From an optimization exercise on the open Yosys and OpenROAD flow, aimed at small area and few clock cycles; shortcuts taken in it are not production practice.
Only simulation tests tie the RTL to the original design; equivalence was not proved.
Power and IR drop assume default switching activity.

==> job 6198 <==
==> flow/design.v <==
package spq_pkg;
    localparam int DEPTH = 16;
    localparam int KEY_W = 16;
    localparam int TAG_W = 16;
    localparam int CNT_W = $clog2(DEPTH + 1);
    localparam logic [1:0] OP_INSERT = 2'd0;
    localparam logic [1:0] OP_REMOVE = 2'd1;
    localparam logic [1:0] OP_FIND   = 2'd2;
    localparam logic [1:0] OP_HEAD   = 2'd3;
    localparam logic [1:0] ST_OK        = 2'd0;
    localparam logic [1:0] ST_NOT_FOUND = 2'd1;
    localparam logic [1:0] ST_FULL      = 2'd2;
    localparam logic [1:0] ST_EMPTY     = 2'd3;
    typedef struct packed {
        logic             valid;
        logic [KEY_W-1:0] key;
        logic [TAG_W-1:0] tag;
    } t_entry;
    typedef struct packed {
        logic             ins_en;
        logic             rem_en;
        logic [KEY_W-1:0] key;
        logic [TAG_W-1:0] tag;
    } t_cmd;
    typedef struct packed {
        t_entry           entry;
        logic             ins_flag;
        logic             seen;
        logic [KEY_W-1:0] sel_key;
        logic [TAG_W-1:0] sel_tag;
    } t_link;
endpackage
module spq_cell (
    input  logic                      i_clk,
    input  logic                      i_rst_n,
    input  logic [spq_pkg::KEY_W-1:0] i_key,
    input  logic [spq_pkg::TAG_W-1:0] i_tag,
    input  logic                      i_wr,    
    input  logic                      i_clr,   
    output logic                      o_valid,
    output logic                      o_gt,    
    output logic                      o_eq,    
    output logic [spq_pkg::KEY_W-1:0] o_key,
    output logic [spq_pkg::TAG_W-1:0] o_tag
);
    logic                      r_valid;
    logic [spq_pkg::KEY_W-1:0] r_key;
    logic [spq_pkg::TAG_W-1:0] r_tag;
    assign o_valid = r_valid;
    assign o_key   = r_key;
    assign o_tag   = r_tag;
    assign o_eq    = i_tag == r_tag;
    always_comb begin
        logic g;
        g = 1'b0;
        for (int b = 0; b < spq_pkg::KEY_W; b++) begin
            g = (i_key[b] & !r_key[b]) | (i_key[b] & g) | (!r_key[b] & g);
        end
        o_gt = g;
    end
    always_ff @(posedge i_clk) begin
        if (i_wr) begin
            r_key <= i_key;
            r_tag <= i_tag;
        end
        if (!i_rst_n) begin
            r_valid <= 1'b0;
        end else if (i_wr) begin
            r_valid <= 1'b1;
        end else if (i_clr) begin
            r_valid <= 1'b0;
        end
    end
endmodule
module sorted_priority_queue_top (
    input  logic        i_clk,
    input  logic        i_rst_n,
    input  logic        s_axis_tvalid,
    output logic        s_axis_tready,
    input  logic [31:0] s_axis_tdata,   
    input  logic [1:0]  s_axis_tuser,   
    output logic        m_axis_tvalid,
    input  logic        m_axis_tready,
    output logic [39:0] m_axis_tdata,   
    output logic [1:0]  m_axis_tuser    
);
    localparam int DEPTH = spq_pkg::DEPTH;
    localparam int KEY_W = spq_pkg::KEY_W;
    localparam int TAG_W = spq_pkg::TAG_W;
    localparam int CNT_W = spq_pkg::CNT_W;
    logic [KEY_W-1:0] w_key;
    logic [TAG_W-1:0] w_tag;
    logic [1:0]       w_op;
    logic             w_fire;
    logic             w_full;
    logic [DEPTH-1:0] w_valid;
    logic [DEPTH-1:0] w_gt;
    logic [DEPTH-1:0] w_eq;
    logic [KEY_W-1:0] w_skey [DEPTH];
    logic [TAG_W-1:0] w_stag [DEPTH];
    logic [DEPTH-1:0] w_cand;
    logic [DEPTH-1:0] w_sel;
    logic             w_found;
    logic [DEPTH-1:0] w_free;
    logic             w_ins;
    logic             w_rem;
    logic [1:0]       w_status;
    logic             w_res;
    logic [DEPTH-1:0] r_before [DEPTH];   
    logic [CNT_W-1:0] r_count;
    logic             r_out_valid;
    logic [1:0]       r_status;
    logic             r_hit;
    logic [3:0]       r_idx;
    logic [3:0]       w_idx;
    assign s_axis_tready = !r_out_valid || m_axis_tready;
    assign w_fire        = s_axis_tvalid && s_axis_tready;
    assign w_op          = s_axis_tuser;
    assign w_key         = s_axis_tdata[KEY_W-1:0];
    assign w_tag         = s_axis_tdata[KEY_W +: TAG_W];
    assign w_full        = r_count[CNT_W-1];
    always_comb begin
        for (int i = 0; i < DEPTH; i++) begin
            w_cand[i] = w_valid[i] && ((w_op == spq_pkg::OP_HEAD) || w_eq[i]);
        end
    end
    always_comb begin
        for (int i = 0; i < DEPTH; i++) begin
            logic behind;
            behind = 1'b0;
            for (int j = 0; j < DEPTH; j++) begin
                if (j < i)      behind = behind | (w_cand[j] & r_before[j][i]);
                else if (j > i) behind = behind | (w_cand[j] & !r_before[i][j]);
            end
            w_sel[i] = w_cand[i] & !behind;
        end
        w_found = |w_cand;
    end
    always_comb begin
        logic taken;
        taken = 1'b0;
        for (int i = 0; i < DEPTH; i++) begin
            w_free[i] = !w_valid[i] && !taken;
            taken     = taken | !w_valid[i];
        end
    end
    assign w_ins = w_fire && (w_op == spq_pkg::OP_INSERT) && !w_full;
    assign w_rem = w_fire && (w_op == spq_pkg::OP_REMOVE) && w_found;
    genvar gi, gj;
    generate
        for (gi = 0; gi < DEPTH; gi++) begin : g_cell
            spq_cell u_cell (
                .i_clk   (i_clk),
                .i_rst_n (i_rst_n),
                .i_key   (w_key),
                .i_tag   (w_tag),
                .i_wr    (w_ins && w_free[gi]),
                .i_clr   (w_rem && w_sel[gi]),
                .o_valid (w_valid[gi]),
                .o_gt    (w_gt[gi]),
                .o_eq    (w_eq[gi]),
                .o_key   (w_skey[gi]),
                .o_tag   (w_stag[gi])
            );
        end
        for (gi = 0; gi < DEPTH; gi++) begin : g_row
            for (gj = gi + 1; gj < DEPTH; gj++) begin : g_col
                always_ff @(posedge i_clk) begin
                    if (w_ins && w_free[gi]) begin
                        r_before[gi][gj] <= w_gt[gj];
                    end else if (w_ins && w_free[gj]) begin
                        r_before[gi][gj] <= !w_gt[gi];
                    end
                end
            end
        end
    endgenerate
    always_comb begin
        w_status = spq_pkg::ST_OK;
        w_res    = 1'b0;
        case (w_op)
            spq_pkg::OP_INSERT: if (w_full) w_status = spq_pkg::ST_FULL;
            spq_pkg::OP_HEAD: begin
                if (w_found) w_res = 1'b1;
                else         w_status = spq_pkg::ST_EMPTY;
            end
            default: begin
                if (w_found) w_res = 1'b1;
                else         w_status = spq_pkg::ST_NOT_FOUND;
            end
        endcase
    end
    always_ff @(posedge i_clk) begin
        if (w_fire) begin
            r_status <= w_status;
            r_hit    <= w_res;
            r_idx    <= w_idx;
        end
        if (!i_rst_n) begin
            r_count     <= '0;
            r_out_valid <= 1'b0;
        end else begin
            if (w_ins) begin
                r_count <= r_count + CNT_W'(1);
            end else if (w_rem) begin
                r_count <= r_count - CNT_W'(1);
            end
            if (w_fire) begin
                r_out_valid <= 1'b1;
            end else if (m_axis_tready) begin
                r_out_valid <= 1'b0;
            end
        end
    end
    always_comb begin
        w_idx = '0;
        for (int i = 0; i < DEPTH; i++) begin
            w_idx = w_idx | (w_sel[i] ? 4'(i) : 4'd0);
        end
    end
    logic [KEY_W-1:0] w_res_key;
    logic [TAG_W-1:0] w_res_tag;
    always_comb begin
        w_res_key = '0;
        w_res_tag = '0;
        for (int i = 0; i < DEPTH; i++) begin
            if (r_hit && r_idx == 4'(i)) begin
                w_res_key = w_res_key | w_skey[i];
                w_res_tag = w_res_tag | w_stag[i];
            end
        end
    end
    assign m_axis_tvalid = r_out_valid;
    assign m_axis_tuser  = r_status;
    assign m_axis_tdata  = {(40 - KEY_W - TAG_W - CNT_W)'(0), r_count, w_res_tag, w_res_key};
endmodule
==> flow/flow/run.sh <==
#!/bin/bash
# Own layout flow: the standard flow (standard.sh) with two changes.
#  - Synthesis maps the logic with flow/area.abc, an area-oriented ABC
#    script, through flow/synth.tcl, which otherwise runs synth_recipe.tcl
#    unchanged (same registers, flattening and renaming).
#  - Ports are buffered with sky130_fd_sc_hd__buf_1 cells.
# Every step's full output is in orfs/logs/; make's own output is in
# own_flow_make.log and the DEF export's in own_flow_def.log.
set -euo pipefail
W="$PWD"
export FLOW_WORK="$W"
export MY_ABC_SCRIPT="$W/flow/area.abc"
sed -e "s#\(SYNTH_SCRIPT=\)[^ ]*/synth_recipe\.tcl#\1$W/flow/synth.tcl#" \
    -e "s#CLKGATE_MAP_FILE= #CLKGATE_MAP_FILE= 'BUFFER_PORTS_ARGS=-buffer_cell sky130_fd_sc_hd__buf_1' #" \
    -e "s#^\(\s*openroad .*\)\$#\1 > $W/own_flow_def.log 2>\&1#" \
    standard.sh > "$W/own_standard.sh"
grep -q "SYNTH_SCRIPT=$W/flow/synth.tcl" "$W/own_standard.sh"
grep -q "BUFFER_PORTS_ARGS" "$W/own_standard.sh"
bash "$W/own_standard.sh" finish > "$W/own_flow_make.log" 2>&1
test -s "$W/out/final.def"
==> flow/flow/area.abc <==
strash
&get -n
&fraig -x
&put
dc2
strash
&get -n
&dch -f
&nf -R 1000 {D}
&put
dnsize {D}
==> flow/flow/synth.tcl <==
# The standard synthesis (synth_recipe.tcl), with one change: the logic is
# mapped with the ABC script named by MY_ABC_SCRIPT (an area-oriented mapping)
# in place of ORFS's speed script. Registers, flattening and renaming are
# untouched.
proc abc {args} {
  set i [lsearch -exact $args -script]
  if {$i >= 0} { set args [lreplace $args $i [expr {$i + 1}]] }
  set i [lsearch -exact $args -D]
  if {$i >= 0} { set args [lreplace $args $i [expr {$i + 1}]] }
  lappend args -script $::env(MY_ABC_SCRIPT) -D 4000
  puts "own flow abc: $args"
  yosys abc {*}$args
}
source $::env(FLOW_WORK)/synth_recipe.tcl
==> flow/standard.sh <==
#!/bin/bash
# synth_recipe.tcl (not shown) runs the flow's synth.tcl, then flattens the netlist and writes it again
# the make line also repeats each setting of config.mk as NAME=value (left out here)
make -C /OpenROAD-flow-scripts/flow DESIGN_CONFIG=/design/flow/config.mk WORK_HOME=/design/flow/orfs CLKGATE_MAP_FILE= SYNTH_SCRIPT=/design/flow/synth_recipe.tcl "${@:-finish}"
==> flow/config.mk <==
export PLATFORM = sky130hd
export DESIGN_NAME = sorted_priority_queue_top
export DESIGN_NICKNAME = sorted_priority_queue_top
export VERILOG_FILES = /design/flow/design.v
export SDC_FILE = /design/flow/constraint.sdc
export NUM_CORES = 4
export LEC_CHECK = 0
export CAP_MARGIN = 0
export CORE_MARGIN = 2
export CORE_UTILIZATION = 55
export CTS_BUF_LIST = sky130_fd_sc_hd__clkbuf_16
export CTS_CLUSTER_DIAMETER = 100
export CTS_CLUSTER_SIZE = 26
export SLEW_MARGIN = 0
==> flow/constraint.sdc <==
create_clock -name core_clock -period 5.5 [get_ports {i_clk}]
set_input_delay 1.1000 -clock core_clock [delete_from_list [all_inputs] [get_ports {i_clk}]]
set_output_delay 1.1000 -clock core_clock [all_outputs]
set_load 0.01 [all_outputs]
==> job 6895: changes against job 6198 <==
--- a/flow/config.mk
+++ b/flow/config.mk
@@ -8,5 +8,5 @@
 export CAP_MARGIN = 0
 export CORE_MARGIN = 2
-export CORE_UTILIZATION = 55
+export CORE_UTILIZATION = 40
 export CTS_BUF_LIST = sky130_fd_sc_hd__clkbuf_16
 export CTS_CLUSTER_DIAMETER = 100
==> job 7642: changes against job 6198 <==
--- a/flow/design.v
+++ b/flow/design.v
@@ -111,7 +111,5 @@
     logic             r_out_valid;
     logic [1:0]       r_status;
-    logic             r_hit;
-    logic [3:0]       r_idx;
-    logic [3:0]       w_idx;
+    logic [DEPTH-1:0] r_sel;
     assign s_axis_tready = !r_out_valid || m_axis_tready;
     assign w_fire        = s_axis_tvalid && s_axis_tready;
@@ -194,6 +192,5 @@
         if (w_fire) begin
             r_status <= w_status;
-            r_hit    <= w_res;
-            r_idx    <= w_idx;
+            r_sel    <= w_res ? w_sel : '0;
         end
         if (!i_rst_n) begin
@@ -213,10 +210,4 @@
         end
     end
-    always_comb begin
-        w_idx = '0;
-        for (int i = 0; i < DEPTH; i++) begin
-            w_idx = w_idx | (w_sel[i] ? 4'(i) : 4'd0);
-        end
-    end
     logic [KEY_W-1:0] w_res_key;
     logic [TAG_W-1:0] w_res_tag;
@@ -225,8 +216,6 @@
         w_res_tag = '0;
         for (int i = 0; i < DEPTH; i++) begin
-            if (r_hit && r_idx == 4'(i)) begin
-                w_res_key = w_res_key | w_skey[i];
-                w_res_tag = w_res_tag | w_stag[i];
-            end
+            w_res_key = w_res_key | (r_sel[i] ? w_skey[i] : '0);
+            w_res_tag = w_res_tag | (r_sel[i] ? w_stag[i] : '0);
         end
     end
==> flow/run.sh (new file) <==
#!/bin/bash
# synth_recipe.tcl (not shown) runs the flow's synth.tcl, then flattens the netlist and writes it again
# the make line also repeats each setting of config.mk as NAME=value (left out here)
make -C /OpenROAD-flow-scripts/flow DESIGN_CONFIG=/design/flow/config.mk WORK_HOME=/design/flow/orfs CLKGATE_MAP_FILE= SYNTH_SCRIPT=/design/flow/synth_recipe.tcl finish
==> flow/config.mk (replaced) <==
export PLATFORM = sky130hd
export DESIGN_NAME = sorted_priority_queue_top
export DESIGN_NICKNAME = sorted_priority_queue_top
export VERILOG_FILES = /design/flow/design.v
export SDC_FILE = /design/flow/constraint.sdc
export NUM_CORES = 4
export LEC_CHECK = 0
export CAP_MARGIN = 20
export CORE_MARGIN = 2
export CORE_UTILIZATION = 65
export SLEW_MARGIN = 20
removed: flow/flow/run.sh
removed: flow/flow/area.abc
removed: flow/flow/synth.tcl
removed: flow/standard.sh
==> comparison table <==
	job 6198	job 7642	job 6895
Sequential share of cell area	57.95%	52.45%	57.39%
DP Cell Count	3278	3475	3501
Final hold slack	0.5206 ns	0.5044 ns	0.5251 ns
RR Endpoint	r_before[0][3]	g_cell[7].u_cell.r_valid	g_cell[14].u_cell.r_key[9]
Weighted congestion reported at the end of routability-driven placement	1.042	1.069	0.9837
Share of cell area taken by muxes after synthesis	0.06553%	0.7755%	0.06553%
Required time reported for the critical path endpoint	5.86 ns	5.93 ns	4.40 ns
Area of the die	57450 sq um	53720 sq um	78610 sq um
Post-synthesis sequential area ratio	64.25%	59.19%	64.25%
Post-synthesis simple-gate area fraction	8.027%	9.083%	8.027%
Hold path startpoint	g_cell[15].u_cell.r_valid	g_cell[9].u_cell.r_valid	g_cell[14].u_cell.r_valid
Number of buffers inserted during clock tree synthesis	31	71	34
Number of antenna violations at the first check in global routing	0	6	1
Result of the run	timing/DRC/antenna clean	timing/DRC/antenna clean	timing/DRC/antenna clean
Hold worst-path end	g_cell[15].u_cell.r_valid	g_cell[9].u_cell.r_valid	g_cell[14].u_cell.r_valid
Peak fanout along the critical path	17	11	29
Worst-skew pair later-pin latency	0.66 ns	0.63 ns	0.62 ns
Die height	239.7 um	231.8 um	280.4 um
Highest metal layer with signal wires	met4	met5	met5
Number of enable-type register cells in the synthesized netlist	639	650	639
Fraction of power spent switching nets	23.73%	23.08%	24.25%
Maximum level of the CTS H-tree	1	3	2
Sequential cell fraction of total power	61.8%	49.2%	60.5%
Testbench counts of job 6198, summed over its fixed seeds: cycles 24,008.
Testbench counts of job 6895, summed over its fixed seeds: cycles 24,008.
Testbench counts of job 7642, summed over its fixed seeds: cycles 24,008.

## static timing again, ports no longer ideal
How much do the figures lean on ideal ports? The routed layouts below were timed once more, with nothing changed but the port constraints. Step 1 assumes that a clkbuf_16 drives the clock port and a buf_2 every other input. Step 2 also shifts input and output timing later by t, the mid clock arrival at the registers, as if the neighbouring blocks saw the same clock. a / b / c = no drivers / after step 1 / after step 2; a / b = the first two.
run	t, ns	setup slack, ns	worst setup path at the end
job 6198	0.720	0.668 / 0.712 / -0.008	input to register
job 6895	0.659	0.851 / 0.790 / 0.415	input to register
job 7642	0.677	0.625 / 0.668 / -0.009	input to register
With both steps, setup timing fails in job 6198 and job 7642, where it was met with ideal ports. The setup slack of job 6198, which loses most, moves by +0.044 ns with the drivers and by -0.676 ns with both steps.
